From an optimization exercise on the open Yosys and OpenROAD flow, aimed at small area, a short achievable clock period and few clock cycles per item; shortcuts taken in it are not production practice.
Where RTL was checked, it was by simulation tests only, not by an equivalence proof against the original.
For runs 2 and 3, only the layout was checked, not whether the RTL still works.
No activity file was given, so power comes from the tool's default toggle rates.

--- flow/config.mk ---
export PLATFORM = sky130hd
export DESIGN_NAME = wm_block_blender
export DESIGN_NICKNAME = wm_block_blender
export VERILOG_FILES = /design/flow/design.v
export SDC_FILE = /design/flow/constraint.sdc
export NUM_CORES = 4
export LEC_CHECK = 0
export CAP_MARGIN = 20
export CORE_MARGIN = 2
export CORE_UTILIZATION = 40
export CTS_BUF_LIST = sky130_fd_sc_hd__clkbuf_8 sky130_fd_sc_hd__clkbuf_4
export SLEW_MARGIN = 20
--- flow/constraint.sdc ---
create_clock -name core_clock -period 13.0 [get_ports {clk}]
set_input_delay 2.6000 -clock core_clock [delete_from_list [all_inputs] [get_ports {clk}]]
set_output_delay 2.6000 -clock core_clock [all_outputs]
set_load 0.01 [all_outputs]
--- flow/design.v ---
`default_nettype none
module wm_block_blender #(
    parameter  int DATA_W = 8,
    parameter  int MAX_M  = 8,
    localparam int IDX_W  = $clog2(MAX_M * MAX_M)
) (
    input  wire logic              clk,
    input  wire logic              rst,
    input  wire logic [IDX_W-1:0]  cfg_m,
    input  wire logic [DATA_W:0]   cfg_bthr,
    input  wire logic [7:0]        cfg_amin,
    input  wire logic [7:0]        cfg_amax,
    input  wire logic [7:0]        cfg_bmin,
    input  wire logic [7:0]        cfg_bmax,
    input  wire logic              s_valid,
    output logic                   s_ready,
    input  wire logic [DATA_W-1:0] s_data,
    output logic                   m_valid,
    input  wire logic              m_ready,
    output logic [DATA_W-1:0]      m_data,
    output logic                   m_last,
    output logic                   busy,
    output logic                   err
);
    localparam int GAP = 8;
    logic       rdy_q;
    logic       st_first, st_w, st_last, st_rownz;
    logic [5:0] st_k;
    logic [2:0] st_col;
    logic [5:0] ac;                  
    logic [2:0] cnt;                 
    logic [2:0] nopen;               
    logic       err_q, busy_q;
    logic [2:0] mm1;                 
    logic [8:0] bthr;
    logic [7:0] bmin, bmax;
    logic [5:0] nm1;                 
    logic [6:0] nsq;                 
    logic       xfer, bad, xfer_p, xfer_w, first_ok, cap;
    logic [5:0] cfg_nm1;
    always_comb begin
        xfer = s_valid && rdy_q;
        bad  = (cfg_m == 6'd0) || (cfg_m > 6'd8) ||
               (cfg_amin > cfg_amax) || (cfg_bmin > cfg_bmax);
        first_ok = st_first && !bad;
        cap    = xfer && st_first;
        xfer_p = xfer && (st_first ? !bad : !st_w);
        xfer_w = xfer && !st_first && st_w;
        case (cfg_m[2:0])
            3'd1:    cfg_nm1 = 6'd0;
            3'd2:    cfg_nm1 = 6'd3;
            3'd3:    cfg_nm1 = 6'd8;
            3'd4:    cfg_nm1 = 6'd15;
            3'd5:    cfg_nm1 = 6'd24;
            3'd6:    cfg_nm1 = 6'd35;
            3'd7:    cfg_nm1 = 6'd48;
            default: cfg_nm1 = 6'd63;
        endcase
        case (mm1)
            3'd0:    nm1 = 6'd0;
            3'd1:    nm1 = 6'd3;
            3'd2:    nm1 = 6'd8;
            3'd3:    nm1 = 6'd15;
            3'd4:    nm1 = 6'd24;
            3'd5:    nm1 = 6'd35;
            3'd6:    nm1 = 6'd48;
            default: nm1 = 6'd63;
        endcase
        nsq = {1'b0, nm1} + 7'd1;
    end
    logic [511:0] ring;
    logic         a_p, a_first, a_last, a_colnz, a_rownz;
    logic [7:0]   a_d;
    logic [7:0]   tap_up, tap_p, upq;
    always_comb begin
        case (mm1)
            3'd0: tap_up = ring[511:504];
            3'd1: tap_up = ring[7:0];
            3'd2: tap_up = ring[15:8];
            3'd3: tap_up = ring[23:16];
            3'd4: tap_up = ring[31:24];
            3'd5: tap_up = ring[39:32];
            3'd6: tap_up = ring[47:40];
            default: tap_up = ring[55:48];
        endcase
        case (mm1)
            3'd0: tap_p = ring[8*((1  + GAP - 2) % 64) +: 8];
            3'd1: tap_p = ring[8*((4  + GAP - 2) % 64) +: 8];
            3'd2: tap_p = ring[8*((9  + GAP - 2) % 64) +: 8];
            3'd3: tap_p = ring[8*((16 + GAP - 2) % 64) +: 8];
            3'd4: tap_p = ring[8*((25 + GAP - 2) % 64) +: 8];
            3'd5: tap_p = ring[8*((36 + GAP - 2) % 64) +: 8];
            3'd6: tap_p = ring[8*((49 + GAP - 2) % 64) +: 8];
            default: tap_p = ring[8*((64 + GAP - 2) % 64) +: 8];
        endcase
    end
    always_ff @(posedge clk) begin
        ring <= {ring[503:0], a_p ? a_d : ring[511:504]};
        a_d  <= s_data;
        upq  <= tap_up;
    end
    logic [8:0]  g_sum;
    logic [7:0]  d_left, d_up;
    logic        g_v, g_first;
    logic [8:0]  g_q;
    logic [13:0] sp;
    logic [16:0] dg;
    logic        ge;
    function automatic logic [7:0] absdiff(input logic [7:0] x, input logic [7:0] y);
        logic [8:0] t;
        t = {1'b0, x} - {1'b0, y};
        absdiff = t[8] ? (8'd0 - t[7:0]) : t[7:0];
    endfunction
    always_comb begin
        d_left = a_colnz ? absdiff(a_d, ring[7:0]) : 8'd0;
        d_up   = a_rownz ? absdiff(a_d, upq)       : 8'd0;
        g_sum  = {1'b0, d_left} + {1'b0, d_up};
        ge     = !dg[16];
    end
    logic [3:0]  dv;
    logic        q2;
    logic [7:0]  uq, dev, cdev;
    logic [13:0] sp_s1, sp_s2;
    function automatic logic [13:0] divstep(input logic [13:0] x, input logic [6:0] n);
        logic [6:0] t;
        logic [7:0] d;
        t = {x[13:8], x[7]};
        d = {1'b0, t} - {1'b0, n};
        divstep = {d[7] ? t[5:0] : d[5:0], x[6:0], !d[7]};
    endfunction
    always_comb begin
        sp_s1 = divstep(sp, nsq);
        sp_s2 = divstep(sp_s1, nsq);
        uq    = sp[7:0];
        dev   = ge ? 8'd0   : (uq[7] ? {1'b0, uq[6:0]} : (8'd128 - uq));
        cdev  = ge ? 8'd128 : (uq[7] ? (8'd0 - uq) : uq);
    end
    always_ff @(posedge clk) begin
        if (a_p) sp <= (a_first ? 14'd0 : sp) + {6'd0, a_d};
        else if (dv != 4'd0) sp <= sp_s2;
        g_q <= g_sum;
        if (g_v) dg <= (g_first ? 17'd0 : dg) + {8'd0, g_q} - {8'd0, bthr};
    end
    logic [7:0]  x1, x2, y1, y2;
    logic        o_pix, o_last, o_ka;
    logic [16:0] csa_r0, csa_r1, b_r0, b_r1, b_q;
    logic        b_pix, b_last, b_ka, b_kb;
    logic [7:0]  b_sat;
    logic cs1, cs2, cs3, cs4, cs5, cs6, cs7, cs8, cs9, cs10, cs11, cs12, cs13, cs14, cs15, cs16, cs17, cs18, cs19, cs20, cs21, cs22, cs23, cs24, cs25, cs26, cs27, cs28, cs29, cs30, cs31, cs32, cs33, cs34, cs35, cs36, cs37, cs38, cs39, cs40, cs41, cs42, cs43, cs44, cs45, cs46, cs47, cs48, cs49, cs50, cs51, cs52, cs53, cs54, cs55, cs56, cs57, cs58, cs59, cs60, cs61, cs62, cs63, cs64, cs65, cs66, cs67, cs68, cs69, cs70, cs71, cs72, cs73, cs74, cs75, cs76, cs77, cs78, cs79, cs80, cs81, cs82, cs83, cs84, cs85, cs86, cs87, cs88, cs89, cs90, cs91, cs92, cs93, cs94, cs95, cs96, cs97, cs98, cs99, cs100, cs101, cs102, cs103, cs104, cs105, cs106, cs107, cs108, cs109, cs110, cs111, cs112, cs113, cs114, cs115, cs116, cs117, cs118, cs119, cs120, cs121, cs122, cs123, cs124, cs125, cs126, cs127, cs128, cs129, cs130, cs131, cs132, cs133, cs134, cs135, cs136, cs137, cs138, cs139, cs140, cs141, cs142, cs143, cs144, cs145, cs146, cs147, cs148, cs149, cs150, cs151, cs152, cs153, cs154, cs155, cs156, cs157, cs158, cs159, cs160, cs161, cs162, cs163, cs164, cs165, cs166, cs167, cs168, cs169, cs170, cs171, cs172, cs173, cs174, cs175, cs176, cs177, cs178, cs179, cs180, cs181, cs182, cs183, cs184, cs185, cs186, cs187, cs188, cs189, cs190, cs191, cs192, cs193, cs194, cs195, cs196, cs197, cs198, cs199, cs200, cs201, cs202, cs203, cs204, cs205, cs206, cs207, cs208, cs209, cs210, cs211, cs212, cs213, cs214, cs215, cs216, cs217, cs218, cs219, cs220, cs221, cs222, cs223, cs224, cs225, cs226, cs227, cs228, cs229, cs230, cs231, cs232, cs233, cs234, cs235, cs236, cs237, cs238, cs239, cs240, cs241, cs242, cs243, cs244, cs245, cs246, cs247, cs248, cs249, cs250, cs251, cs252, cs253, cs254, cs255, cs256, cs257, cs258, cs259, cs260, cs261, cs262, cs263, cs264, cs265, cs266, cs267, cs268, cs269, cs270, cs271, cs272, cs273, cs274, cs275, cs276, cs277, cs278, cs279, cs280, cs281, cs282, cs283, cs284, cs285, cs286, cs287, cs288, cs289, cs290, cs291, cs292, cs293, cs294, cs295, cs296, cs297, cs298, cs299, cs300, cs301, cs302, cs303, cs304, cs305, cs306, cs307, cs308, cs309, cs310, cs311, cs312, cs313, cs314, cs315, cs316, cs317, cs318, cs319, cs320, cs321, cs322, cs323, cs324, cs325, cs326, cs327, cs328, cs329, cs330, cs331, cs332, cs333, cs334, cs335, cs336, cs337, cs338;
    always_comb begin
        cs1 = x1[0] & y1[0];
        cs2 = x2[0] & y2[0];
        cs3 = x1[0] & y1[1];
        cs4 = x1[1] & y1[0];
        cs5 = x2[0] & y2[1];
        cs6 = x2[1] & y2[0];
        cs7 = x1[0] & y1[2];
        cs8 = x1[1] & y1[1];
        cs9 = x1[2] & y1[0];
        cs10 = x2[0] & y2[2];
        cs11 = x2[1] & y2[1];
        cs12 = x2[2] & y2[0];
        cs13 = x1[0] & y1[3];
        cs14 = x1[1] & y1[2];
        cs15 = x1[2] & y1[1];
        cs16 = x1[3] & y1[0];
        cs17 = x2[0] & y2[3];
        cs18 = x2[1] & y2[2];
        cs19 = x2[2] & y2[1];
        cs20 = x2[3] & y2[0];
        cs21 = x1[0] & y1[4];
        cs22 = x1[1] & y1[3];
        cs23 = x1[2] & y1[2];
        cs24 = x1[3] & y1[1];
        cs25 = x1[4] & y1[0];
        cs26 = x2[0] & y2[4];
        cs27 = x2[1] & y2[3];
        cs28 = x2[2] & y2[2];
        cs29 = x2[3] & y2[1];
        cs30 = x2[4] & y2[0];
        cs31 = x1[0] & y1[5];
        cs32 = x1[1] & y1[4];
        cs33 = x1[2] & y1[3];
        cs34 = x1[3] & y1[2];
        cs35 = x1[4] & y1[1];
        cs36 = x1[5] & y1[0];
        cs37 = x2[0] & y2[5];
        cs38 = x2[1] & y2[4];
        cs39 = x2[2] & y2[3];
        cs40 = x2[3] & y2[2];
        cs41 = x2[4] & y2[1];
        cs42 = x2[5] & y2[0];
        cs43 = x1[0] & y1[6];
        cs44 = x1[1] & y1[5];
        cs45 = x1[2] & y1[4];
        cs46 = x1[3] & y1[3];
        cs47 = x1[4] & y1[2];
        cs48 = x1[5] & y1[1];
        cs49 = x1[6] & y1[0];
        cs50 = x2[0] & y2[6];
        cs51 = x2[1] & y2[5];
        cs52 = x2[2] & y2[4];
        cs53 = x2[3] & y2[3];
        cs54 = x2[4] & y2[2];
        cs55 = x2[5] & y2[1];
        cs56 = x2[6] & y2[0];
        cs57 = x1[0] & y1[7];
        cs58 = x1[1] & y1[6];
        cs59 = x1[2] & y1[5];
        cs60 = x1[3] & y1[4];
        cs61 = x1[4] & y1[3];
        cs62 = x1[5] & y1[2];
        cs63 = x1[6] & y1[1];
        cs64 = x1[7] & y1[0];
        cs65 = x2[0] & y2[7];
        cs66 = x2[1] & y2[6];
        cs67 = x2[2] & y2[5];
        cs68 = x2[3] & y2[4];
        cs69 = x2[4] & y2[3];
        cs70 = x2[5] & y2[2];
        cs71 = x2[6] & y2[1];
        cs72 = x2[7] & y2[0];
        cs73 = x1[1] & y1[7];
        cs74 = x1[2] & y1[6];
        cs75 = x1[3] & y1[5];
        cs76 = x1[4] & y1[4];
        cs77 = x1[5] & y1[3];
        cs78 = x1[6] & y1[2];
        cs79 = x1[7] & y1[1];
        cs80 = x2[1] & y2[7];
        cs81 = x2[2] & y2[6];
        cs82 = x2[3] & y2[5];
        cs83 = x2[4] & y2[4];
        cs84 = x2[5] & y2[3];
        cs85 = x2[6] & y2[2];
        cs86 = x2[7] & y2[1];
        cs87 = x1[2] & y1[7];
        cs88 = x1[3] & y1[6];
        cs89 = x1[4] & y1[5];
        cs90 = x1[5] & y1[4];
        cs91 = x1[6] & y1[3];
        cs92 = x1[7] & y1[2];
        cs93 = x2[2] & y2[7];
        cs94 = x2[3] & y2[6];
        cs95 = x2[4] & y2[5];
        cs96 = x2[5] & y2[4];
        cs97 = x2[6] & y2[3];
        cs98 = x2[7] & y2[2];
        cs99 = x1[3] & y1[7];
        cs100 = x1[4] & y1[6];
        cs101 = x1[5] & y1[5];
        cs102 = x1[6] & y1[4];
        cs103 = x1[7] & y1[3];
        cs104 = x2[3] & y2[7];
        cs105 = x2[4] & y2[6];
        cs106 = x2[5] & y2[5];
        cs107 = x2[6] & y2[4];
        cs108 = x2[7] & y2[3];
        cs109 = x1[4] & y1[7];
        cs110 = x1[5] & y1[6];
        cs111 = x1[6] & y1[5];
        cs112 = x1[7] & y1[4];
        cs113 = x2[4] & y2[7];
        cs114 = x2[5] & y2[6];
        cs115 = x2[6] & y2[5];
        cs116 = x2[7] & y2[4];
        cs117 = x1[5] & y1[7];
        cs118 = x1[6] & y1[6];
        cs119 = x1[7] & y1[5];
        cs120 = x2[5] & y2[7];
        cs121 = x2[6] & y2[6];
        cs122 = x2[7] & y2[5];
        cs123 = x1[6] & y1[7];
        cs124 = x1[7] & y1[6];
        cs125 = x2[6] & y2[7];
        cs126 = x2[7] & y2[6];
        cs127 = x1[7] & y1[7];
        cs128 = x2[7] & y2[7];
        cs129 = cs43 ^ cs44;
        cs130 = cs43 & cs44;
        cs131 = cs57 ^ cs58 ^ cs59;
        cs132 = (cs57 & cs58) | (cs57 & cs59) | (cs58 & cs59);
        cs133 = cs60 ^ cs61 ^ cs62;
        cs134 = (cs60 & cs61) | (cs60 & cs62) | (cs61 & cs62);
        cs135 = cs73 ^ cs74 ^ cs75;
        cs136 = (cs73 & cs74) | (cs73 & cs75) | (cs74 & cs75);
        cs137 = cs76 ^ cs77;
        cs138 = cs76 & cs77;
        cs139 = cs87 ^ cs88;
        cs140 = cs87 & cs88;
        cs141 = cs21 ^ cs22;
        cs142 = cs21 & cs22;
        cs143 = cs31 ^ cs32 ^ cs33;
        cs144 = (cs31 & cs32) | (cs31 & cs33) | (cs32 & cs33);
        cs145 = cs34 ^ cs35 ^ cs36;
        cs146 = (cs34 & cs35) | (cs34 & cs36) | (cs35 & cs36);
        cs147 = cs129 ^ cs45 ^ cs46;
        cs148 = (cs129 & cs45) | (cs129 & cs46) | (cs45 & cs46);
        cs149 = cs47 ^ cs48 ^ cs49;
        cs150 = (cs47 & cs48) | (cs47 & cs49) | (cs48 & cs49);
        cs151 = cs50 ^ cs51 ^ cs52;
        cs152 = (cs50 & cs51) | (cs50 & cs52) | (cs51 & cs52);
        cs153 = cs130 ^ cs131 ^ cs133;
        cs154 = (cs130 & cs131) | (cs130 & cs133) | (cs131 & cs133);
        cs155 = cs63 ^ cs64 ^ cs65;
        cs156 = (cs63 & cs64) | (cs63 & cs65) | (cs64 & cs65);
        cs157 = cs66 ^ cs67 ^ cs68;
        cs158 = (cs66 & cs67) | (cs66 & cs68) | (cs67 & cs68);
        cs159 = cs69 ^ cs70;
        cs160 = cs69 & cs70;
        cs161 = cs132 ^ cs134 ^ cs135;
        cs162 = (cs132 & cs134) | (cs132 & cs135) | (cs134 & cs135);
        cs163 = cs137 ^ cs78 ^ cs79;
        cs164 = (cs137 & cs78) | (cs137 & cs79) | (cs78 & cs79);
        cs165 = cs80 ^ cs81 ^ cs82;
        cs166 = (cs80 & cs81) | (cs80 & cs82) | (cs81 & cs82);
        cs167 = cs83 ^ cs84 ^ cs85;
        cs168 = (cs83 & cs84) | (cs83 & cs85) | (cs84 & cs85);
        cs169 = cs136 ^ cs138 ^ cs139;
        cs170 = (cs136 & cs138) | (cs136 & cs139) | (cs138 & cs139);
        cs171 = cs89 ^ cs90 ^ cs91;
        cs172 = (cs89 & cs90) | (cs89 & cs91) | (cs90 & cs91);
        cs173 = cs92 ^ cs93 ^ cs94;
        cs174 = (cs92 & cs93) | (cs92 & cs94) | (cs93 & cs94);
        cs175 = cs95 ^ cs96 ^ cs97;
        cs176 = (cs95 & cs96) | (cs95 & cs97) | (cs96 & cs97);
        cs177 = cs140 ^ cs99 ^ cs100;
        cs178 = (cs140 & cs99) | (cs140 & cs100) | (cs99 & cs100);
        cs179 = cs101 ^ cs102 ^ cs103;
        cs180 = (cs101 & cs102) | (cs101 & cs103) | (cs102 & cs103);
        cs181 = cs104 ^ cs105 ^ cs106;
        cs182 = (cs104 & cs105) | (cs104 & cs106) | (cs105 & cs106);
        cs183 = cs109 ^ cs110 ^ cs111;
        cs184 = (cs109 & cs110) | (cs109 & cs111) | (cs110 & cs111);
        cs185 = cs13 ^ cs14 ^ cs15;
        cs186 = (cs13 & cs14) | (cs13 & cs15) | (cs14 & cs15);
        cs187 = cs141 ^ cs23 ^ cs24;
        cs188 = (cs141 & cs23) | (cs141 & cs24) | (cs23 & cs24);
        cs189 = cs25 ^ cs26 ^ cs27;
        cs190 = (cs25 & cs26) | (cs25 & cs27) | (cs26 & cs27);
        cs191 = cs142 ^ cs143 ^ cs145;
        cs192 = (cs142 & cs143) | (cs142 & cs145) | (cs143 & cs145);
        cs193 = cs37 ^ cs38 ^ cs39;
        cs194 = (cs37 & cs38) | (cs37 & cs39) | (cs38 & cs39);
        cs195 = cs40 ^ cs41;
        cs196 = cs40 & cs41;
        cs197 = cs144 ^ cs146 ^ cs147;
        cs198 = (cs144 & cs146) | (cs144 & cs147) | (cs146 & cs147);
        cs199 = cs149 ^ cs151 ^ cs53;
        cs200 = (cs149 & cs151) | (cs149 & cs53) | (cs151 & cs53);
        cs201 = cs54 ^ cs55 ^ cs56;
        cs202 = (cs54 & cs55) | (cs54 & cs56) | (cs55 & cs56);
        cs203 = cs148 ^ cs150 ^ cs152;
        cs204 = (cs148 & cs150) | (cs148 & cs152) | (cs150 & cs152);
        cs205 = cs153 ^ cs155 ^ cs157;
        cs206 = (cs153 & cs155) | (cs153 & cs157) | (cs155 & cs157);
        cs207 = cs159 ^ cs71 ^ cs72;
        cs208 = (cs159 & cs71) | (cs159 & cs72) | (cs71 & cs72);
        cs209 = cs154 ^ cs156 ^ cs158;
        cs210 = (cs154 & cs156) | (cs154 & cs158) | (cs156 & cs158);
        cs211 = cs160 ^ cs161 ^ cs163;
        cs212 = (cs160 & cs161) | (cs160 & cs163) | (cs161 & cs163);
        cs213 = cs165 ^ cs167 ^ cs86;
        cs214 = (cs165 & cs167) | (cs165 & cs86) | (cs167 & cs86);
        cs215 = cs162 ^ cs164 ^ cs166;
        cs216 = (cs162 & cs164) | (cs162 & cs166) | (cs164 & cs166);
        cs217 = cs168 ^ cs169 ^ cs171;
        cs218 = (cs168 & cs169) | (cs168 & cs171) | (cs169 & cs171);
        cs219 = cs173 ^ cs175 ^ cs98;
        cs220 = (cs173 & cs175) | (cs173 & cs98) | (cs175 & cs98);
        cs221 = cs170 ^ cs172 ^ cs174;
        cs222 = (cs170 & cs172) | (cs170 & cs174) | (cs172 & cs174);
        cs223 = cs176 ^ cs177 ^ cs179;
        cs224 = (cs176 & cs177) | (cs176 & cs179) | (cs177 & cs179);
        cs225 = cs181 ^ cs107 ^ cs108;
        cs226 = (cs181 & cs107) | (cs181 & cs108) | (cs107 & cs108);
        cs227 = cs178 ^ cs180 ^ cs182;
        cs228 = (cs178 & cs180) | (cs178 & cs182) | (cs180 & cs182);
        cs229 = cs183 ^ cs112 ^ cs113;
        cs230 = (cs183 & cs112) | (cs183 & cs113) | (cs112 & cs113);
        cs231 = cs114 ^ cs115 ^ cs116;
        cs232 = (cs114 & cs115) | (cs114 & cs116) | (cs115 & cs116);
        cs233 = cs184 ^ cs117 ^ cs118;
        cs234 = (cs184 & cs117) | (cs184 & cs118) | (cs117 & cs118);
        cs235 = cs119 ^ cs120 ^ cs121;
        cs236 = (cs119 & cs120) | (cs119 & cs121) | (cs120 & cs121);
        cs237 = cs7 ^ cs8 ^ cs9;
        cs238 = (cs7 & cs8) | (cs7 & cs9) | (cs8 & cs9);
        cs239 = cs185 ^ cs16 ^ cs17;
        cs240 = (cs185 & cs16) | (cs185 & cs17) | (cs16 & cs17);
        cs241 = cs18 ^ cs19;
        cs242 = cs18 & cs19;
        cs243 = cs186 ^ cs187 ^ cs189;
        cs244 = (cs186 & cs187) | (cs186 & cs189) | (cs187 & cs189);
        cs245 = cs28 ^ cs29 ^ cs30;
        cs246 = (cs28 & cs29) | (cs28 & cs30) | (cs29 & cs30);
        cs247 = cs188 ^ cs190 ^ cs191;
        cs248 = (cs188 & cs190) | (cs188 & cs191) | (cs190 & cs191);
        cs249 = cs193 ^ cs195 ^ cs42;
        cs250 = (cs193 & cs195) | (cs193 & cs42) | (cs195 & cs42);
        cs251 = cs192 ^ cs194 ^ cs196;
        cs252 = (cs192 & cs194) | (cs192 & cs196) | (cs194 & cs196);
        cs253 = cs197 ^ cs199 ^ cs201;
        cs254 = (cs197 & cs199) | (cs197 & cs201) | (cs199 & cs201);
        cs255 = cs198 ^ cs200 ^ cs202;
        cs256 = (cs198 & cs200) | (cs198 & cs202) | (cs200 & cs202);
        cs257 = cs203 ^ cs205 ^ cs207;
        cs258 = (cs203 & cs205) | (cs203 & cs207) | (cs205 & cs207);
        cs259 = cs204 ^ cs206 ^ cs208;
        cs260 = (cs204 & cs206) | (cs204 & cs208) | (cs206 & cs208);
        cs261 = cs209 ^ cs211 ^ cs213;
        cs262 = (cs209 & cs211) | (cs209 & cs213) | (cs211 & cs213);
        cs263 = cs210 ^ cs212 ^ cs214;
        cs264 = (cs210 & cs212) | (cs210 & cs214) | (cs212 & cs214);
        cs265 = cs215 ^ cs217 ^ cs219;
        cs266 = (cs215 & cs217) | (cs215 & cs219) | (cs217 & cs219);
        cs267 = cs216 ^ cs218 ^ cs220;
        cs268 = (cs216 & cs218) | (cs216 & cs220) | (cs218 & cs220);
        cs269 = cs221 ^ cs223 ^ cs225;
        cs270 = (cs221 & cs223) | (cs221 & cs225) | (cs223 & cs225);
        cs271 = cs222 ^ cs224 ^ cs226;
        cs272 = (cs222 & cs224) | (cs222 & cs226) | (cs224 & cs226);
        cs273 = cs227 ^ cs229 ^ cs231;
        cs274 = (cs227 & cs229) | (cs227 & cs231) | (cs229 & cs231);
        cs275 = cs228 ^ cs230 ^ cs232;
        cs276 = (cs228 & cs230) | (cs228 & cs232) | (cs230 & cs232);
        cs277 = cs233 ^ cs235 ^ cs122;
        cs278 = (cs233 & cs235) | (cs233 & cs122) | (cs235 & cs122);
        cs279 = cs234 ^ cs236 ^ cs123;
        cs280 = (cs234 & cs236) | (cs234 & cs123) | (cs236 & cs123);
        cs281 = cs124 ^ cs125 ^ cs126;
        cs282 = (cs124 & cs125) | (cs124 & cs126) | (cs125 & cs126);
        cs283 = cs3 ^ cs4;
        cs284 = cs3 & cs4;
        cs285 = cs237 ^ cs10 ^ cs11;
        cs286 = (cs237 & cs10) | (cs237 & cs11) | (cs10 & cs11);
        cs287 = cs238 ^ cs239 ^ cs241;
        cs288 = (cs238 & cs239) | (cs238 & cs241) | (cs239 & cs241);
        cs289 = cs240 ^ cs242 ^ cs243;
        cs290 = (cs240 & cs242) | (cs240 & cs243) | (cs242 & cs243);
        cs291 = cs244 ^ cs246 ^ cs247;
        cs292 = (cs244 & cs246) | (cs244 & cs247) | (cs246 & cs247);
        cs293 = cs248 ^ cs250 ^ cs251;
        cs294 = (cs248 & cs250) | (cs248 & cs251) | (cs250 & cs251);
        cs295 = cs252 ^ cs254 ^ cs255;
        cs296 = (cs252 & cs254) | (cs252 & cs255) | (cs254 & cs255);
        cs297 = cs256 ^ cs258 ^ cs259;
        cs298 = (cs256 & cs258) | (cs256 & cs259) | (cs258 & cs259);
        cs299 = cs260 ^ cs262 ^ cs263;
        cs300 = (cs260 & cs262) | (cs260 & cs263) | (cs262 & cs263);
        cs301 = cs264 ^ cs266 ^ cs267;
        cs302 = (cs264 & cs266) | (cs264 & cs267) | (cs266 & cs267);
        cs303 = cs268 ^ cs270 ^ cs271;
        cs304 = (cs268 & cs270) | (cs268 & cs271) | (cs270 & cs271);
        cs305 = cs272 ^ cs274 ^ cs275;
        cs306 = (cs272 & cs274) | (cs272 & cs275) | (cs274 & cs275);
        cs307 = cs276 ^ cs278 ^ cs279;
        cs308 = (cs276 & cs278) | (cs276 & cs279) | (cs278 & cs279);
        cs309 = cs280 ^ cs282 ^ cs127;
        cs310 = (cs280 & cs282) | (cs280 & cs127) | (cs282 & cs127);
        cs311 = cs283 ^ cs5;
        cs312 = cs283 & cs5;
        cs313 = cs284 ^ cs285 ^ cs12;
        cs314 = (cs284 & cs285) | (cs284 & cs12) | (cs285 & cs12);
        cs315 = cs286 ^ cs287 ^ cs20;
        cs316 = (cs286 & cs287) | (cs286 & cs20) | (cs287 & cs20);
        cs317 = cs288 ^ cs289 ^ cs245;
        cs318 = (cs288 & cs289) | (cs288 & cs245) | (cs289 & cs245);
        cs319 = cs290 ^ cs291 ^ cs249;
        cs320 = (cs290 & cs291) | (cs290 & cs249) | (cs291 & cs249);
        cs321 = cs292 ^ cs293 ^ cs253;
        cs322 = (cs292 & cs293) | (cs292 & cs253) | (cs293 & cs253);
        cs323 = cs294 ^ cs295 ^ cs257;
        cs324 = (cs294 & cs295) | (cs294 & cs257) | (cs295 & cs257);
        cs325 = cs296 ^ cs297 ^ cs261;
        cs326 = (cs296 & cs297) | (cs296 & cs261) | (cs297 & cs261);
        cs327 = cs298 ^ cs299 ^ cs265;
        cs328 = (cs298 & cs299) | (cs298 & cs265) | (cs299 & cs265);
        cs329 = cs300 ^ cs301 ^ cs269;
        cs330 = (cs300 & cs301) | (cs300 & cs269) | (cs301 & cs269);
        cs331 = cs302 ^ cs303 ^ cs273;
        cs332 = (cs302 & cs303) | (cs302 & cs273) | (cs303 & cs273);
        cs333 = cs304 ^ cs305 ^ cs277;
        cs334 = (cs304 & cs305) | (cs304 & cs277) | (cs305 & cs277);
        cs335 = cs306 ^ cs307 ^ cs281;
        cs336 = (cs306 & cs307) | (cs306 & cs281) | (cs307 & cs281);
        cs337 = cs308 ^ cs309 ^ cs128;
        cs338 = (cs308 & cs309) | (cs308 & cs128) | (cs309 & cs128);
        csa_r0 = {1'b0, cs338, cs336, cs334, cs332, cs330, cs328, cs326, cs324, cs322, cs320, cs318, cs316, cs314, cs312, cs311, cs1};
        csa_r1 = {1'b0, cs310, cs337, cs335, cs333, cs331, cs329, cs327, cs325, cs323, cs321, cs319, cs317, cs315, cs313, cs6, cs2};
    end
    always_comb begin
        b_q   = b_r0 + b_r1;
        b_sat = (b_q[16:15] != 2'b00) ? 8'hFF : b_q[14:7];
    end
    always_ff @(posedge clk) begin
        if (cap) begin
            x1 <= cfg_amax;
            x2 <= cfg_amin;
        end else if (o_ka) begin
            x1 <= bmin;
            x2 <= bmax;
        end else begin
            if (b_ka) x1 <= b_q[14:7];
            if (b_kb) x2 <= b_q[14:7];
        end
        if (q2 || o_ka) begin
            y1 <= cdev;
            y2 <= dev;
        end else begin
            y1 <= tap_p;
            y2 <= s_data;
        end
        b_r0 <= csa_r0;
        b_r1 <= csa_r1;
    end
    logic [8:0] fb0, fb1, fb2;
    logic [1:0] fh, ft, fc;
    logic       oxfer, out_free, buf_pop, buf_push;
    logic [8:0] fb_head, b_item;
    logic [2:0] cnt_nx;
    logic [2:0] nopen_nx;
    logic [5:0] ac_nx;
    logic       first_nx, w_nx;
    always_comb begin
        oxfer    = m_valid && m_ready;
        out_free = !m_valid || m_ready;
        b_item   = {b_last, b_sat};
        case (fh)
            2'd0:    fb_head = fb0;
            2'd1:    fb_head = fb1;
            default: fb_head = fb2;
        endcase
        buf_pop  = out_free && (fc != 2'd0);
        buf_push = b_pix && !(out_free && (fc == 2'd0));
    end
    always_ff @(posedge clk) begin
        if (out_free) {m_last, m_data} <= (fc != 2'd0) ? fb_head : b_item;
        if (buf_push) begin
            case (ft)
                2'd0:    fb0 <= b_item;
                2'd1:    fb1 <= b_item;
                default: fb2 <= b_item;
            endcase
        end
    end
    logic       inc_open, dec_open, busy_nx, rdy_nx, rdy0, rdy1;
    logic [2:0] cnt_p1, cnt_m1, nopen_p1, nopen_m1;
    always_comb begin
        cnt_p1   = cnt + 3'd1;
        cnt_m1   = cnt - 3'd1;
        nopen_p1 = nopen + 3'd1;
        nopen_m1 = nopen - 3'd1;
        inc_open = xfer && first_ok;
        dec_open = oxfer && m_last;
        case ({xfer_w, oxfer})
            2'b10:   cnt_nx = cnt_p1;
            2'b01:   cnt_nx = cnt_m1;
            default: cnt_nx = cnt;
        endcase
        case ({inc_open, dec_open})
            2'b10:   nopen_nx = nopen_p1;
            2'b01:   nopen_nx = nopen_m1;
            default: nopen_nx = nopen;
        endcase
        busy_nx = inc_open || (dec_open ? (nopen > 3'd1) : (nopen != 3'd0));
        rdy0 = st_first || ((ac == 6'd63) && (!st_w || oxfer || (cnt <= 3'd3)));
        rdy1 = st_first ? (cfg_m[2:0] != 3'd1)
             : (!st_w ? !st_last
                      : (st_last || (oxfer ? (cnt <= 3'd3) : (cnt <= 3'd2))));
        rdy_nx = xfer ? rdy1 : rdy0;
        first_nx = st_first;
        w_nx     = st_w;
        ac_nx    = ac + 6'd1;
        if (xfer) begin
            ac_nx = 6'd0;
            if (st_first) begin
                if (!bad) begin
                    first_nx = 1'b0;
                    w_nx     = (cfg_nm1 == 6'd0);
                    if (cfg_nm1 == 6'd0) ac_nx = 6'(64 - GAP);
                end
            end else if (!st_w) begin
                if (st_last) begin
                    w_nx  = 1'b1;
                    ac_nx = 6'(64 - GAP);
                end
            end else if (st_last) begin
                first_nx = 1'b1;
            end
        end
    end
    always_ff @(posedge clk or negedge rst) begin
        if (!rst) begin
            rdy_q <= 1'b0;
            st_first <= 1'b1;
            cnt <= '0; nopen <= '0; err_q <= 1'b0; busy_q <= 1'b0;
            a_p <= 1'b0; g_v <= 1'b0; dv <= '0; q2 <= 1'b0;
            o_pix <= 1'b0; o_ka <= 1'b0;
            b_pix <= 1'b0; b_ka <= 1'b0; b_kb <= 1'b0;
            m_valid <= 1'b0;
            fh <= '0; ft <= '0; fc <= '0;
        end else begin
            rdy_q    <= rdy_nx;
            st_first <= first_nx;
            cnt      <= cnt_nx;
            nopen    <= nopen_nx;
            busy_q   <= busy_nx;
            err_q    <= xfer && st_first && bad;
            a_p      <= xfer_p;
            g_v      <= a_p;
            dv       <= {dv[2:0], a_p && a_last};
            q2       <= dv[3];
            o_pix    <= xfer_w;
            o_ka     <= q2;
            b_pix    <= o_pix;
            b_ka     <= o_ka;
            b_kb     <= b_ka;
            if (out_free) m_valid <= (fc != 2'd0) || b_pix;
            if (buf_pop)  fh <= (fh == 2'd2) ? 2'd0 : fh + 2'd1;
            if (buf_push) ft <= (ft == 2'd2) ? 2'd0 : ft + 2'd1;
            fc <= fc + {1'b0, buf_push} - {1'b0, buf_pop};
        end
    end
    always_ff @(posedge clk) begin
        st_w <= w_nx;
        ac   <= ac_nx;
        if (xfer) begin
            if (st_first) begin
                st_k     <= 6'd1;
                st_last  <= (cfg_nm1 == 6'd0) || (cfg_nm1 == 6'd1);
                st_col   <= (cfg_m[2:0] == 3'd1) ? 3'd0 : 3'd1;
                st_rownz <= 1'b0;
                if (cfg_nm1 == 6'd0) st_k <= 6'd0;
            end else if (!st_w && st_last) begin
                st_k    <= 6'd0;
                st_last <= (nm1 == 6'd0);
            end else begin
                st_k    <= st_k + 6'd1;
                st_last <= ((st_k + 6'd1) == nm1);
                if (st_col == mm1) begin
                    st_col   <= 3'd0;
                    st_rownz <= 1'b1;
                end else begin
                    st_col <= st_col + 3'd1;
                end
            end
        end
        a_first <= st_first;
        a_last  <= st_first ? (cfg_nm1 == 6'd0) : st_last;
        a_colnz <= !st_first && (st_col != 3'd0);
        a_rownz <= !st_first && st_rownz;
        g_first <= a_first;
        o_last  <= st_last;
        b_last  <= o_last;
        if (cap) begin
            mm1  <= cfg_m[2:0] - 3'd1;
            bthr <= cfg_bthr;
            bmin <= cfg_bmin;
            bmax <= cfg_bmax;
        end
    end
    always_comb begin
        s_ready = rdy_q;
        busy    = busy_q;
        err     = err_q;
    end
endmodule
`default_nettype wire
--- flow/flow/run.sh ---
#!/bin/bash
# Own flow: the standard ORFS flow (standard.sh) with two changes in how
# the layout is made; the clock, its period and the I/O constraints are
# unchanged:
#  * timing repair is asked to leave extra setup slack (SETUP_SLACK_MARGIN),
#  * the port buffers are sky130_fd_sc_hd__buf_4 cells.
set -euo pipefail
export SETUP_SLACK_MARGIN=9.3
export BUFFER_PORTS_ARGS="-buffer_cell sky130_fd_sc_hd__buf_4"
bash standard.sh > standard.log 2>&1
--- flow/standard.sh ---
#!/bin/bash
# synth_recipe.tcl (not shown) runs the flow's synth.tcl, then flattens the netlist and writes it again
# the make line also repeats each setting of config.mk as NAME=value (left out here)
make -C /OpenROAD-flow-scripts/flow DESIGN_CONFIG=/design/flow/config.mk WORK_HOME=/design/flow/orfs CLKGATE_MAP_FILE= SYNTH_SCRIPT=/design/flow/synth_recipe.tcl "${@:-finish}"
==> flow_summary.json, run 1 <==
{
  "post-route-min-period_ps": 4306,
  "synth.area.top_cells": "dfxtp_1, edfxtp_1, fa_1, ha_1, inv_1",
  "rows": 95,
  "ioPinCount": 72,
  "grt_max_degree": 57,
  "worstSetupPathType": "register to register",
  "rsz0062_at_grt": "true",
  "ant_nets": 0,
  "hp-class": "register to register",
  "first_iter_violations": 892,
  "dr.pass1.iters": 5,
  "cp_max_fo": 6,
  "core_area_um2": 67280,
  "syn2layout_area_growth_pct": 20.18,
  "htreeDepth": 3,
  "synth_top_area_share_pct": 43.97,
  "wl_per_cell_um": 16.22,
  "tritoncts": "built",
  "grt_pass1_vias": 16938,
  "synth_ff_type": "dfxtp_1",
  "post-route-period-util_pct": 33.12,
  "synth_most_common_cell": "dfxtp_1",
  "n_fill_cell": 5868,
  "maxSlewHeadroom_pct": 37.08,
  "synth_common_cells": "dfxtp_1, inv_1, nand2_1",
  "worst_pin_slew_ps": 940.4,
  "synthArstFlopShare_pct": 3.867,
  "synth-seq-area-share_pct": 60.21,
  "chipHeight_um": 264.9,
  "drt-total-wl_um": 55130,
  "synthCells": 2215,
  "grt_pass1_wl_um": 89140,
  "clockBufferDepth": 3,
  "path_clk_slew_ps": 60,
  "status": "complete, no violations",
  "antenna_found_initial": 2,
  "place.gp.congestion": 0.8518,
  "gr-usage-all-layers_pct": 15.97,
  "required_ps": 13430,
  "syn-cell-area_um2": 27220,
  "insertion_delay_ps": 740,
  "nets": 2711,
  "cts_sinks": 750,
  "viasPerCell": 4.700,
  "p_per_area_nw_per_um2": 259.4,
  "start_util_pct": 40.47,
  "synth_largest_area_cell": "dfxtp_1",
  "yosys.cell_types.count": 68,
  "ir_drop_uv": 129.7,
  "synth-edff-count": 123,
  "tns_ps": 0,
  "start_kind": "register",
  "hold_viol_final": 0,
  "cts-buffers-inserted": 115,
  "fmax_ghz": 0.2322,
  "maxCapViolations": 0,
  "post-route-drc-count": 0,
  "io_buffers": 71,
  "dp_hpwl_um": 37920,
  "drv_slew": 0,
  "whs_ps": 295.3,
  "finalSetupViolations": 0,
  "end_kind": "register",
  "root_buffer": "clkbuf_8",
  "drive_gt1_share_pct": 20.81,
  "yosys_warnings": 1,
  "die_area_um2": 70160,
  "finalPower_mw": 8.489,
  "cp_data_arrival_time_ps": 4740,
  "ys_seq_elements": 750,
  "vias": 15971,
  "grt-ovfl-total": 0,
  "synth_nets": 2501,
  "fin_worst_skew_ps": 40.81,
  "avgSynthCellArea_um2": 12.29,
  "p_leak_nw": 13.95,
  "die_w_um": 264.9
}
## final timing paths
check,startpoint,to,slack [ps],cells after the start
worst max-delay path,mm1[1],sp[8],8690,19
worst min-delay path,ring[417],ring[425],300,0
worst max register to register,mm1[1],sp[8],8690,19
worst min register to register,ring[417],ring[425],300,0
max in group asynchronous,rst,st_first,10820,1
min in group asynchronous,rst,m_valid,1820,1
## cells by family (layout without fill, tap and decap cells)
group / after synthesis / in the layout / synth area share, %
fa+ha+maj: 230 / 230 / 13.60
buf+inv: 268 / 576 / 3.764
other cells: 0 / 2 / 0
mux: 61 / 61 / 2.542
simple gates: 501 / 501 / 9.389
flops: 750 / 750 / 60.21
compound gates: 301 / 301 / 7.147
xor+xnor: 104 / 104 / 3.346
## layout by cell type (no fill, tap or decap), types with 12 or more instances in the layout
cell and count:
a221oi_1 17, clkinv_2 20, a21o_1 16, clkbuf_4 36
xor2_1 38, ha_4 14, mux2i_1 32, buf_4 108
nand2_1 120, nor2b_1 23, dfxtp_1 592, a21oi_1 70
and2_1 114, ha_1 102, o21ai_1 12, buf_6 22
nor3_1 18, inv_1 209, edfxtp_1 123, clkbuf_8 144
o21ai_0 54, mux2_2 25, a21oi_2 19, nand2b_1 32
nor2_1 90, xnor2_1 60, fa_2 13, a211oi_1 12
dfrtp_1 27, nand3_1 23, fa_1 97
## per-layer routing
| metal | part of all wire [%] | wire [um] | vias up | track usage (%) |
|---|---|---|---|---|
| met1 | 44 | 24350 | 7839 | 20.09 |
| met2 | 50 | 27390 | 263 | 27.42 |
| li1 | - | - | 7786 | - |
| met5 | 0 | 0 | - | 0 |
| met4 | 2.3 | 1285 | 0 | 5.711 |
| met3 | 3.8 | 2109 | 83 | 3.019 |
## repair_timing
| item | CTS | global route |
|---|---|---|
| setup endpoints to repair | 43 | 48 |
| buffers inserted | 39 | 19 |
| cloned | 4 | 0 |
| gates resized for setup | 69 | 77 |
| pin swaps | 37 | 60 |
| hold buffers | 0 | 0 |
## state kept, by name (all words and copies together), names as in the netlist, 9 cells and up
signal  flops
b_r0       16
b_r1       16
bthr        9
dg         17
fb0         9
fb1         9
fb2         9
g_q         9
ring      512
sp         14
## area by class of cell
| class | instances | area [um^2] | share of cell area [%] |
|---|---|---|---|
| repair buffers | 139 | 1289 | 3.939 |
| clock inverters | 35 | 381.6 | 1.166 |
| inverters | 222 | 853.3 | 2.608 |
| clock buffers | 180 | 2252 | 6.883 |
| well taps | 873 | 1092 | 3.338 |
| diodes | 2 | 5.005 | 0.01530 |
| flip-flops and latches | 750 | 16410 | 50.15 |
| multi-input cells | 1197 | 10440 | 31.90 |
## where the power goes
group          leakage, nW  internal (mW)  switching (mW)
Sequential            6.38           2.89           0.294
Clock                 1.39           1.20           0.919
Combinational         6.18           1.44            1.75
## worst max-delay path, stage by stage, from the launching register on
cell	delay (ps)
edfxtp_1	430
buf_12	160
and2_4	160
ha_4	150
xor2_1	140
xnor2_1	220
ha_1	280
o21ai_1	80
o21bai_1	80
maj3_4	350
o21ai_4	230
o21ai_4	90
ha_4	160
or3_4	340
o311ai_4	220
a31oi_2	140
maj3_4	370
a21oi_4	200
or3_1	140
a31oi_1	70
## stage by stage
step	cell area, um^2	cells	utilization, %	setup WS [ps]
CTS	32290	3377	48.00	8674
finish	32720	3398	48.63	8694
global placement	28970	3119	43.06	7891
global route	32720	3398	48.63	8486
detailed placement	28970	3119	43.06	7760
floorplan	27550	2215	-	8348
Testbench counts, summed over its fixed seeds: cycles 17,472, items 7,956.
==> run 2: changes to the inputs <==
--- a/flow/design.v
+++ b/flow/design.v
@@ -37,10 +37,30 @@
     logic [5:0] nm1;                 
     logic [6:0] nsq;                 
+    logic [7:0] n3;                  
     logic       xfer, bad, xfer_p, xfer_w, first_ok, cap;
     logic [5:0] cfg_nm1;
+    logic [6:0] cfg_nsq;
+    logic [7:0] cfg_n3;
+    function automatic logic gt8(input logic [7:0] a, input logic [7:0] b);
+        logic [7:0] g, e;
+        logic [3:0] g1, e1;
+        logic [1:0] g2, e2;
+        g = a & ~b;
+        e = ~(a ^ b);
+        for (int i = 0; i < 4; i++) begin
+            g1[i] = g[2*i+1] | (e[2*i+1] & g[2*i]);
+            e1[i] = e[2*i+1] & e[2*i];
+        end
+        for (int i = 0; i < 2; i++) begin
+            g2[i] = g1[2*i+1] | (e1[2*i+1] & g1[2*i]);
+            e2[i] = e1[2*i+1] & e1[2*i];
+        end
+        gt8 = g2[1] | (e2[1] & g2[0]);
+    endfunction
     always_comb begin
         xfer = s_valid && rdy_q;
-        bad  = (cfg_m == 6'd0) || (cfg_m > 6'd8) ||
-               (cfg_amin > cfg_amax) || (cfg_bmin > cfg_bmax);
+        bad  = (cfg_m == 6'd0) || (cfg_m[5:3] != 3'd0 && cfg_m[2:0] != 3'd0) ||
+               (cfg_m[5:4] != 2'd0) ||
+               gt8(cfg_amin, cfg_amax) || gt8(cfg_bmin, cfg_bmax);
         first_ok = st_first && !bad;
         cap    = xfer && st_first;
@@ -57,4 +77,14 @@
             default: cfg_nm1 = 6'd63;
         endcase
+        case (cfg_m[2:0])
+            3'd1:    begin cfg_nsq = 7'd1;  cfg_n3 = 8'd3;   end
+            3'd2:    begin cfg_nsq = 7'd4;  cfg_n3 = 8'd12;  end
+            3'd3:    begin cfg_nsq = 7'd9;  cfg_n3 = 8'd27;  end
+            3'd4:    begin cfg_nsq = 7'd16; cfg_n3 = 8'd48;  end
+            3'd5:    begin cfg_nsq = 7'd25; cfg_n3 = 8'd75;  end
+            3'd6:    begin cfg_nsq = 7'd36; cfg_n3 = 8'd108; end
+            3'd7:    begin cfg_nsq = 7'd49; cfg_n3 = 8'd147; end
+            default: begin cfg_nsq = 7'd64; cfg_n3 = 8'd192; end
+        endcase
         case (mm1)
             3'd0:    nm1 = 6'd0;
@@ -67,5 +97,4 @@
             default: nm1 = 6'd63;
         endcase
-        nsq = {1'b0, nm1} + 7'd1;
     end
     logic [511:0] ring;
@@ -121,15 +150,21 @@
     logic        q2;
     logic [7:0]  uq, dev, cdev;
-    logic [13:0] sp_s1, sp_s2;
-    function automatic logic [13:0] divstep(input logic [13:0] x, input logic [6:0] n);
-        logic [6:0] t;
-        logic [7:0] d;
-        t = {x[13:8], x[7]};
-        d = {1'b0, t} - {1'b0, n};
-        divstep = {d[7] ? t[5:0] : d[5:0], x[6:0], !d[7]};
-    endfunction
+    logic [13:0] sp_s2;
+    logic [7:0] dt;
+    logic [8:0] dd1, dd2, dd3;
+    logic [1:0] dq;
+    logic [5:0] dr;
+    always_comb begin
+        dt  = {sp[13:8], sp[7:6]};
+        dd1 = {1'b0, dt} - {2'b0, nsq};
+        dd2 = {1'b0, dt} - {1'b0, nsq, 1'b0};
+        dd3 = {1'b0, dt} - {1'b0, n3};
+        if (!dd3[8])      begin dq = 2'd3; dr = dd3[5:0]; end
+        else if (!dd2[8]) begin dq = 2'd2; dr = dd2[5:0]; end
+        else if (!dd1[8]) begin dq = 2'd1; dr = dd1[5:0]; end
+        else              begin dq = 2'd0; dr = dt[5:0];  end
+        sp_s2 = {dr, sp[5:0], dq};
+    end
     always_comb begin
-        sp_s1 = divstep(sp, nsq);
-        sp_s2 = divstep(sp_s1, nsq);
         uq    = sp[7:0];
         dev   = ge ? 8'd0   : (uq[7] ? {1'b0, uq[6:0]} : (8'd128 - uq));
@@ -546,5 +581,5 @@
     end
     logic       inc_open, dec_open, busy_nx, rdy_nx, rdy0, rdy1;
-    logic [2:0] cnt_p1, cnt_m1, nopen_p1, nopen_m1;
+    logic [2:0] cnt_p1, cnt_m1, nopen_p1, nopen_m1, nopen_ok;
     always_comb begin
         cnt_p1   = cnt + 3'd1;
@@ -552,5 +587,5 @@
         nopen_p1 = nopen + 3'd1;
         nopen_m1 = nopen - 3'd1;
-        inc_open = xfer && first_ok;
+        inc_open = cap;
         dec_open = oxfer && m_last;
         case ({xfer_w, oxfer})
@@ -559,10 +594,13 @@
             default: cnt_nx = cnt;
         endcase
-        case ({inc_open, dec_open})
+        nopen_ok = err_q ? nopen_m1 : nopen;
+        case ({inc_open, dec_open || err_q})
             2'b10:   nopen_nx = nopen_p1;
             2'b01:   nopen_nx = nopen_m1;
             default: nopen_nx = nopen;
         endcase
-        busy_nx = inc_open || (dec_open ? (nopen > 3'd1) : (nopen != 3'd0));
+        if (inc_open && err_q && dec_open) nopen_nx = nopen_m1;
+        if (!inc_open && err_q && dec_open) nopen_nx = nopen - 3'd2;
+        busy_nx = (inc_open && !bad) || (dec_open ? (nopen_ok > 3'd1) : (nopen_ok != 3'd0));
         rdy0 = st_first || ((ac == 6'd63) && (!st_w || oxfer || (cnt <= 3'd3)));
         rdy1 = st_first ? (cfg_m[2:0] != 3'd1)
@@ -656,4 +694,6 @@
         if (cap) begin
             mm1  <= cfg_m[2:0] - 3'd1;
+            nsq  <= cfg_nsq;
+            n3   <= cfg_n3;
             bthr <= cfg_bthr;
             bmin <= cfg_bmin;
--- a/flow/config.mk
+++ b/flow/config.mk
@@ -9,4 +9,3 @@
 export CORE_MARGIN = 2
 export CORE_UTILIZATION = 40
-export CTS_BUF_LIST = sky130_fd_sc_hd__clkbuf_8 sky130_fd_sc_hd__clkbuf_4
 export SLEW_MARGIN = 20
==> flow_summary.json, run 2 <==
{
  "status": "complete, no violations",
  "synth_compound_area_share_pct": 8.248,
  "nets": 2724,
  "synth_common_cells": "dfxtp_1, inv_1, nand2_1",
  "largest_registers": "ring (512), dg (17)",
  "r2r_end": "b_r1[9]",
  "synth_top_family_by_area": "adder cells",
  "antenna_found_initial": 0,
  "core_area_um2": 68830,
  "endpoint": "st_w",
  "largest_reg_flops": 512,
  "cp_data_arrival_time_ps": 4330,
  "path_clk_slew_ps": 60,
  "grt_max_degree": 58,
  "grt_pass1_vias": 16984,
  "cp_max_fo": 3,
  "synth_nets": 2565,
  "tritoncts": "built",
  "yosys_warnings": 1,
  "finalSetupViolations": 0,
  "maxSlewHeadroom_pct": 28.09,
  "pre_cts_slack_ps": 7886,
  "utilization_pct": 48.04,
  "post-route-drc-count": 0,
  "post-route-period-util_pct": 30.84,
  "hold_viol_final": 0,
  "reg2reg_depth": 9,
  "dp_hpwl_um": 41340,
  "yosys.area_share.simple_pct": 8.902,
  "vias": 16643,
  "start_kind": "input pin",
  "synth_xor_area_share_pct": 2.604,
  "syn2layout_area_growth_pct": 18.46,
  "post-route-min-period_ps": 4010,
  "drt-total-wl_um": 59530,
  "drv_slew": 0,
  "start_util_pct": 40.56,
  "cts-buffers-inserted": 76,
  "synthArstFlopShare_pct": 3.811,
  "setup_slack_ps": 8990,
  "die_w_um": 268.2,
  "final_common_cell": "dfxtp_1",
  "hp-class": "register to register",
  "hold_depth": 0,
  "synthAdderAreaFrac_pct": 13.61,
  "drive_gt1_share_pct": 15.91,
  "rows": 96,
  "synth-edff-count": 134,
  "rsz0062_at_grt": "true",
  "place.gp.congestion": 0.8868,
  "synth_most_common_cell": "dfxtp_1",
  "startpoint": "cfg_amax[7]",
  "tns_ps": 0,
  "p_leak_nw": 13.74,
  "first_iter_violations": 957,
  "viasPerCell": 4.866,
  "synth-seq-area-share_pct": 59.91,
  "die_area_um2": 71910,
  "end_kind": "register",
  "clockBufferDepth": 3,
  "synth_largest_area_cell": "dfxtp_1",
  "synth_top_area_share_pct": 42.89,
  "diodes": 0,
  "synth_ff_type": "dfxtp_1",
  "ir_drop_uv": 127.1,
  "finalNonFillerCells": 3420,
  "synth.area.top_cells": "dfxtp_1, edfxtp_1, fa_1, ha_1, inv_1",
  "grt_pass1_wl_um": 92830,
  "syn-cell-area_um2": 27910,
  "worst_pin_slew_ps": 1079,
  "io_buffers": 71,
  "grt-ovfl-total": 0,
  "top_register": "ring",
  "required_ps": 13320,
  "final_cell_mix": "dfxtp_1, inv_1, nand2_1, edfxtp_1, ha_1",
  "maxCapViolations": 0,
  "fmax_ghz": 0.2494,
  "ys_seq_elements": 761,
  "yosys.cell_types.count": 70,
  "worstSetupPathType": "input pin to register",
  "chipHeight_um": 268.2,
  "dp.cells": 3231,
  "ant_nets": 0,
  "htreeDepth": 3,
  "p_per_area_nw_per_um2": 238.9,
  "gr-usage-all-layers_pct": 16.60,
  "dr.pass1.iters": 5,
  "insertion_delay_ps": 610,
  "root_buffer": "clkbuf_16",
  "avgSynthCellArea_um2": 12.30,
  "fin_worst_skew_ps": 21.45,
  "ioPinCount": 72,
  "synthCells": 2269,
  "synth_mux_area_share_pct": 3.245,
  "r2r-start": "x1[3]",
  "wl_per_cell_um": 17.41,
  "reg2reg_setup_slack_ps": 9220,
  "whs_ps": 309.0,
  "cts_sinks": 761
}
==> run 2: changes by cell type after synthesis, moves of 11 or more <==
cell	change
edfxtp_1	+11
and2_1	-38
nand2_1	+20
xnor2_1	-12
inv_1	-12
o21a_1	+15
a21o_1	+11
==> run 2: critical path, cell delays in order <==
cell and delay, ps:
buf_12 90, inv_12 30, ha_4 130, or4_4 480, a221oi_2 190, o21ai_1 120, a311oi_2 190, buf_4 190
nand3_4 120, a21oi_4 180
==> run 2: final cells by class <==
cell class	instances	area, um^2
clock buffer	109	2187
clock inverter	30	326.6
fill	6065	35760
inverter	213	880.8
multi-input combinational	1252	10710
sequential	761	16730
tap	931	1165
timing repair buffer	123	1047
timing repair inverter	1	11.26
==> run 2: worst min-delay path by stage <==
stage	start	endpoint	slack, ps
global route	ring[483]	ring[491]	320
finish	ring[500]	ring[508]	310
floorplan	o_last	b_last	310
detailed placement	ring[107]	ring[115]	310
CTS	ring[500]	ring[508]	310
global placement	ring[317]	ring[325]	310
==> run 2: stage by stage <==
| stage | power, mW | instance area [um^2] |
|---|---|---|
| final | 7.899 | 33070 |
| after global routing | 8.438 | 33070 |
| after CTS | 7.923 | 32720 |
| after detailed placement | 5.639 | 29730 |
| after global placement | 5.544 | 29730 |
| after floorplan | 4.878 | 28220 |
==> run 2: timing repair <==
| item | 4_1_cts | 5_1_grt |
|---|---|---|
| pin swaps | 38 | 40 |
| cloned | 0 | 2 |
| hold buffers | 0 | 0 |
| setup endpoints to repair | 64 | 59 |
| gates resized for setup | 66 | 53 |
| setup buffers | 31 | 17 |
==> run 2: where the power goes <==
group	internal, mW	switching, mW	total (mW)
sequential	2.86	0.286	3.14
clock	1.25	0.912	2.16
combinational	1.12	1.47	2.59
==> run 2: cells by family (layout without fill, tap and decap cells) <==
family | Yosys count | in the layout
flops | 761 | 761
simple gates | 503 | 504
compound gates | 353 | 353
buf+inv | 257 | 476
fa+ha+maj | 237 | 237
xor+xnor | 83 | 83
mux | 75 | 75
==> run 2: per-layer routing <==
metal / track usage (%) / part of all wire, %
met2: 26.55 / 46
met4: 6.221 / 3.1
met3: 2.905 / 4.8
met5: 0 / 0
met1: 22.54 / 46
==> run 3: changes to the inputs <==
--- a/flow/config.mk
+++ b/flow/config.mk
@@ -9,3 +9,5 @@
 export CORE_MARGIN = 2
 export CORE_UTILIZATION = 40
+export CTS_CLUSTER_DIAMETER = 100
+export CTS_CLUSTER_SIZE = 28
 export SLEW_MARGIN = 20
==> flow_summary.json, run 3 <==
{
  "status": "complete, no violations",
  "synth_common_cells": "dfxtp_1, inv_1, nand2_1",
  "ir_drop_uv": 130.5,
  "finalPower_mw": 7.014,
  "maxCapViolations": 0,
  "die_area_um2": 71910,
  "hold_viol_final": 0,
  "synthArstFlopShare_pct": 3.811,
  "r2r-start": "x1[1]",
  "endpoint": "ac[4]",
  "grt-ovfl-total": 0,
  "ioPinCount": 72,
  "n_fill_cell": 6165,
  "drt-total-wl_um": 58260,
  "core_area_um2": 68830,
  "top_register": "ring",
  "nets": 2687,
  "start_kind": "input pin",
  "worst_pin_slew_ps": 1100,
  "finalSetupViolations": 0,
  "synth.area.top_cells": "dfxtp_1, edfxtp_1, fa_1, ha_1, inv_1",
  "wl_per_cell_um": 17.45,
  "fin_worst_skew_ps": 35.87,
  "cp_data_arrival_time_ps": 4550,
  "synth_largest_area_cell": "dfxtp_1",
  "syn2layout_area_growth_pct": 13.35,
  "drv_slew": 0,
  "r2r_end": "b_r1[8]",
  "post-route-drc-count": 0,
  "dr.pass1.iters": 7,
  "finalNonFillerCells": 3338,
  "final_common_cell": "dfxtp_1",
  "startpoint": "cfg_amax[7]",
  "ant_nets": 0,
  "grt_pass1_wl_um": 90520,
  "place.gp.congestion": 0.8868,
  "synth_top_area_share_pct": 42.89,
  "rows": 96,
  "final_cell_mix": "dfxtp_1, inv_1, nand2_1, edfxtp_1, ha_1",
  "first_iter_violations": 916,
  "reg2reg_depth": 9,
  "clockBufferDepth": 3,
  "yosys_warnings": 1,
  "cts_sinks": 761,
  "htreeDepth": 2,
  "largest_registers": "ring (512), dg (17)",
  "yosys.cell_types.count": 70,
  "cts-buffers-inserted": 35,
  "grt_max_degree": 58,
  "dpl_cell_area_um2": 29730,
  "p_leak_nw": 13.03,
  "synth-edff-count": 134,
  "tns_ps": 0,
  "p_per_area_nw_per_um2": 221.7,
  "root_buffer": "clkbuf_16",
  "dp.cells": 3231,
  "end_kind": "register",
  "vias": 16247,
  "grt_pass1_vias": 16443,
  "fmax_ghz": 0.2488,
  "insertion_delay_ps": 600,
  "maxSlewHeadroom_pct": 26.68,
  "chipHeight_um": 268.2,
  "syn-cell-area_um2": 27910,
  "synth_most_common_cell": "dfxtp_1",
  "dp_hpwl_um": 41340,
  "largest_reg_flops": 512,
  "post-route-min-period_ps": 4020,
  "die_w_um": 268.2,
  "rsz0062_at_grt": "true",
  "io_buffers": 71,
  "reg2reg_setup_slack_ps": 9220,
  "post-route-period-util_pct": 30.92,
  "path_clk_slew_ps": 100,
  "hp-class": "register to register",
  "required_ps": 13530,
  "start_util_pct": 40.56,
  "synthCells": 2269,
  "antenna_found_initial": 2,
  "worstSetupPathType": "input pin to register",
  "drive_gt1_share_pct": 13.63,
  "synth_nets": 2565,
  "avgSynthCellArea_um2": 12.30,
  "gr-usage-all-layers_pct": 16.10,
  "cp_max_fo": 3,
  "cts_hold_buf": 0,
  "viasPerCell": 4.867,
  "ys_seq_elements": 761,
  "synth_ff_type": "dfxtp_1",
  "fin_area_um2": 31640,
  "tritoncts": "built",
  "synth-seq-area-share_pct": 59.91
}
[run 3: final cells by class]
type                            instances  area [um^2]  share of cell area (%)
Sequential cell                       761        16730                   52.88
Multi-Input combinational cell       1252        10710                   33.85
Tap cell                              931         1165                   3.682
Timing Repair Buffer                  127         1085                   3.429
Clock buffer                           41        919.6                   2.907
Inverter                              213        880.8                   2.784
Clock inverter                         11        136.4                  0.4310
Timing Repair inverter                  1        11.26                 0.03559
Antenna cell                            1        2.502                0.007909
[run 3: worst min-delay path by stage]
stage                endpoint      start  depth (start not counted)
floorplan              b_last     o_last                          0
global placement    ring[325]  ring[317]                          0
detailed placement  ring[115]  ring[107]                          0
CTS                 ring[277]  ring[269]                          0
global route        ring[277]  ring[269]                          0
finish              ring[211]  ring[203]                          0
[run 3: kinds of logic after synthesis]
group,synth area share [%]
fa+ha+maj,13.61
simple gates,8.902
flops,59.91
compound gates,8.248
buf+inv,3.483
mux,3.245
xor+xnor,2.604
[run 3: worst max-delay path, stage by stage]
cell      delay [ps]
buf_12            90
inv_12            30
ha_4             130
or4_4            480
a221oi_2         200
o21ai_1          120
a311oi_2         200
buf_4            190
nand3_4          110
o21a_1           260
a21oi_2          120
[run 3: stage by stage]
stage	setup WS [ps]	hold slack, ps	utilization [%]
finish	8980	309.0	45.97
floorplan	8628	309.6	-
detailed placement	7886	312.1	43.20
global placement	7900	310.0	43.20
CTS	9011	308.2	45.43
global route	8888	312.2	45.97
[run 3: per-layer routing]
| metal | global-route usage (%) | share of wire, % | vias up |
|---|---|---|---|
| li1 | - | - | 7838 |
| met1 | 22.28 | 47 | 7983 |
| met5 | 0 | 0 | - |
| met2 | 26.00 | 46 | 323 |
| met4 | 5.390 | 2.8 | 0 |
| met3 | 2.236 | 4.2 | 103 |
[run 3: repair_timing]
action,CTS,global route
resized for setup,67,53
gates cloned,0,2
setup endpoints to repair,64,61
buffers inserted,32,20
pin swaps,43,44
[run 3: power by group]
| group | internal, mW | switching [mW] |
|---|---|---|
| clock | 0.533 | 0.745 |
| combinational | 1.13 | 1.47 |
| sequential | 2.85 | 0.285 |

## re-timing with driven ports
No port has a modelled driver above. Below, the same layouts with a new extraction and two added sets of constraints.
Step 1 assumes that a clkbuf_16 drives the clock port and a buf_2 every other input.
Step 2 moves the port delays by t, midway between the first and last clock arrival at a register: inputs arrive t later, outputs are due t later. That takes back most of the time a late clock gives input paths.
a / b / c = no drivers / after step 1 / after step 2; a / b = the first two.
run | t (ns) | setup slack, ns | worst slew at a driven data input, ns
run 1 | 0.774 | 8.694 / 8.694 / 8.166 | 0.08
run 2 | 0.661 | 8.990 / 8.965 / 8.304 | 0.08
run 3 | 0.641 | 8.980 / 8.956 / 8.315 | 0.08
After both steps setup and hold are still met in every run listed. The setup slack of run 2, which loses most, moves by -0.025 ns with the drivers and by -0.686 ns with both steps.
